Background: an optimization exercise with open tools, aiming at small area, a short achievable clock period and few clock cycles per item. Do not read the settings as production practice. Power is estimated from default activity; no workload was simulated.

Design segment_crossbar, start of the top module:
module segment_crossbar (
    input  logic        clk,
    input  logic        rst_n,
    input  logic [19:0] cfg,
    input  logic [70:0] req,
    input  logic        req_valid,
    output logic        req_ready,
    output logic [38:0] resp,
    output logic        resp_valid,
    input  logic        resp_ready
);
==> module segment_crossbar, before the edit <==
module segment_crossbar (
    input  logic        clk,
    input  logic        rst_n,
    input  logic [19:0] cfg,
    input  logic [70:0] req,
    input  logic        req_valid,
    output logic        req_ready,
    output logic [38:0] resp,
    output logic        resp_valid,
    input  logic        resp_ready
);
    logic [3:0] cnt0, cnt1, cnt_f, cnt_g;
    logic       w0, w1, w_f, w_g;
    logic [1:0] d0, d1;
    logic       big1;
    assign cnt0 = cfg[6:3];
    assign w0   = cfg[2];
    assign d0   = cfg[1:0];
    assign cnt1 = cfg[16:13];
    assign w1   = cfg[12];
    assign d1   = cfg[11:10];
    assign big1  = cnt1 > cnt0;
    assign cnt_f = big1 ? cnt1 : cnt0;
    assign cnt_g = big1 ? cnt0 : cnt1;
    assign w_f   = big1 ? w1 : w0;
    assign w_g   = big1 ? w0 : w1;
    logic [7:0]      s_used_d, s_used;
    logic [7:0]      s_tbl_d, s_tbl;
    logic [7:0][1:0] s_row_d, s_row;
    logic [7:0]      s_hi_d, s_hi;
    for (genvar j = 0; j < 8; j++) begin : g_pos
        localparam int S = (j % 2 == 0) ? j / 2 : 4 + j / 2;
        logic       in_f;
        logic [3:0] rel;
        logic       w;
        assign in_f        = 4'(j) < cnt_f;
        assign rel         = in_f ? 4'(j) : 4'(j) - cnt_f;
        assign w           = in_f ? w_f : w_g;
        assign s_used_d[S] = 5'(j) < ({1'b0, cnt_f} + {1'b0, cnt_g});
        assign s_tbl_d[S]  = in_f ? big1 : ~big1;
        assign s_row_d[S]  = w ? rel[2:1] : rel[1:0];
        assign s_hi_d[S]   = w & rel[0];
    end
    always_ff @(posedge clk) begin
        s_used <= s_used_d;
        s_tbl  <= s_tbl_d;
        s_row  <= s_row_d;
        s_hi   <= s_hi_d;
    end
    logic [1:0][3:0] row_ok;
    assign row_ok[0] = {d0[1], d0[1], d0[1] | d0[0], 1'b1};
    assign row_ok[1] = {d1[1], d1[1], d1[1] | d1[0], 1'b1};
    logic        rdy_q;
    logic        live_q;
    logic        clr;
    always_ff @(posedge clk or negedge rst_n) begin
        if (!rst_n) live_q <= 1'b0;
        else        live_q <= 1'b1;
    end
    assign clr = ~live_q;
    logic        acc;
    logic        op;
    logic        lmt;
    logic [4:0]  addr;
    logic [31:0] data, care;
    logic [31:0] bus_p, bus_q;
    assign acc  = req_valid & rdy_q;
    assign op   = req[70];
    assign lmt  = req[69];
    assign addr = req[68:64];
    assign data = req[63:32];
    assign care = req[31:0];
    assign bus_p = data  | ({32{~op}} & ~care);
    assign bus_q = ~data | ({32{~op}} & ~care);
    logic [7:0][7:0] hit;
    for (genvar s = 0; s < 8; s++) begin : g_slot
        logic [15:0] kp, kq, wp, wq;
        logic        blk_we;
        if (s < 4) begin : g_lo
            assign kp = bus_p[15:0];
            assign kq = bus_q[15:0];
        end else begin : g_mx
            assign kp = s_hi[s] ? bus_p[31:16] : bus_p[15:0];
            assign kq = s_hi[s] ? bus_q[31:16] : bus_q[15:0];
        end
        assign wp = {kp[15:1], kp[0] & live_q};
        assign wq = {kq[15:1], kq[0] & live_q};
        assign blk_we = acc & ~op & s_used[s] & (s_tbl[s] == lmt) & (s_row[s] == addr[4:3]);
        logic [7:0] we;
        for (genvar e = 0; e < 8; e++) begin : g_we
            assign we[e] = clr | (blk_we & (addr[2:0] == 3'(e)));
        end
        tcam_block u_pmt (
            .clk (clk),
            .we  (we),
            .wp  (wp),
            .wq  (wq),
            .kp  (kp),
            .kq  (kq),
            .hit (hit[s])
        );
    end
    logic [31:0] ml;
    match_result u_result (
        .hit    (hit),
        .s_used (s_used),
        .s_tbl  (s_tbl),
        .s_row  (s_row),
        .row_ok (row_ok[lmt]),
        .lmt    (lmt),
        .ml     (ml)
    );
    logic        s1_v;
    logic        s1_lmt;
    logic [31:0] s1_ml;
    always_ff @(posedge clk or negedge rst_n) begin
        if (!rst_n) s1_v <= 1'b0;
        else if (rdy_q) s1_v <= acc & op;
    end
    always_ff @(posedge clk) begin
        if (rdy_q) begin
            s1_lmt <= lmt;
            s1_ml  <= ml;
        end
    end
    logic        found;
    logic [4:0]  first_hit;
    logic [38:0] in_d;
    always_comb begin
        found     = |s1_ml;
        first_hit = '0;
        for (int e = 31; e >= 0; e--) begin
            if (s1_ml[e]) first_hit = 5'(e);
        end
    end
    assign in_d = {s1_lmt, found, first_hit, s1_ml};
    logic        out_v, sk_v;
    logic [38:0] out_d, sk_d;
    logic        load;
    logic        sk_v_n;
    assign load   = ~out_v | resp_ready;
    assign sk_v_n = sk_v ? ~resp_ready : (out_v & ~resp_ready & s1_v);
    always_ff @(posedge clk or negedge rst_n) begin
        if (!rst_n) begin
            out_v <= 1'b0;
            sk_v  <= 1'b0;
            rdy_q <= 1'b0;
        end else begin
            out_v <= load ? (sk_v | s1_v) : 1'b1;
            sk_v  <= sk_v_n;
            rdy_q <= ~sk_v_n;
        end
    end
    always_ff @(posedge clk) begin
        if (load) out_d <= sk_v ? sk_d : in_d;
        if (!sk_v) sk_d <= in_d;
    end
    assign req_ready  = rdy_q;
    assign resp       = out_d;
    assign resp_valid = out_v;
endmodule
Settings: LEC_CHECK=0, CAP_MARGIN=20, CORE_MARGIN=2, CORE_UTILIZATION=40, SETUP_SLACK_MARGIN=4.0, SLEW_MARGIN=20, SYNTH_HIERARCHICAL=1; clock period 7.5 ns.
run.sh (not shown) runs the stock make flow with config.mk's settings and CLKGATE_MAP_FILE= SYNTH_SCRIPT=/design/flow/synth_recipe.tcl, a recipe that flattens the netlist after the stock synthesis.
Change:
--- a/flow/design.v
+++ b/flow/design.v
@@ -157,11 +157,4 @@
     assign row_ok[1] = {d1[1], d1[1], d1[1] | d1[0], 1'b1};
     logic        rdy_q;
-    logic        live_q;
-    logic        clr;
-    always_ff @(posedge clk or negedge rst_n) begin
-        if (!rst_n) live_q <= 1'b0;
-        else        live_q <= 1'b1;
-    end
-    assign clr = ~live_q;
     logic        acc;
     logic        op;
@@ -189,10 +182,10 @@
             assign kq = s_hi[s] ? bus_q[31:16] : bus_q[15:0];
         end
-        assign wp = {kp[15:1], kp[0] & live_q};
-        assign wq = {kq[15:1], kq[0] & live_q};
+        assign wp = {kp[15:1], kp[0] & rst_n};
+        assign wq = {kq[15:1], kq[0] & rst_n};
         assign blk_we = acc & ~op & s_used[s] & (s_tbl[s] == lmt) & (s_row[s] == addr[4:3]);
         logic [7:0] we;
         for (genvar e = 0; e < 8; e++) begin : g_we
-            assign we[e] = clr | (blk_we & (addr[2:0] == 3'(e)));
+            assign we[e] = ~rst_n | (blk_we & (addr[2:0] == 3'(e)));
         end
         tcam_block u_pmt (
@@ -250,5 +243,5 @@
             out_v <= 1'b0;
             sk_v  <= 1'b0;
-            rdy_q <= 1'b0;
+            rdy_q <= 1'b1;
         end else begin
             out_v <= load ? (sk_v | s1_v) : 1'b1;
With this change the flow finished but failed the layout checks on slew limit.
Register-to-register slack degrades by 0.18 ns.
Worst setup slack degrades by 0.064 ns.
Design area came out higher by 2.5%.
Power came out higher by 1.8%.
Synthesized cell count barely changes.
Routed wire length came out lower by 3.9%.
Core utilization came out higher by 1.4 points.
Cell count came out higher by 1.8%.
Die area is about the same.
Function was not checked in any run of this note: the RTL went through the layout flow alone.

## re-timing with driven ports
How much do the figures lean on ideal ports? The routed layouts below were timed once more, with nothing changed but the port constraints. Step 1 sets driving cells, clkbuf_16 on the clock port and buf_2 on the other inputs (assumed; they add their load-dependent delay and slew). Step 2 moves the port delays by t, midway between the first and last clock arrival at a register: inputs arrive t later, outputs are due t later. That takes back most of the time a late clock gives input paths. Three values: ideal ports, drivers, drivers and shift; two values: the first two.
run	shift t [ns]	setup slack, ns	worst hold slack (ns)	worst slew at a driven data input, ns
the first run	0.939	3.829 / 3.797 / 2.859	0.471 / 0.471 / 0.471	0.38
the second run	0.930	3.765 / 3.651 / 2.721	0.469 / 0.469 / 0.469	0.34
For the second run, which loses most, drivers alone change the setup slack by -0.114 ns; drivers and shift together by -1.044 ns.
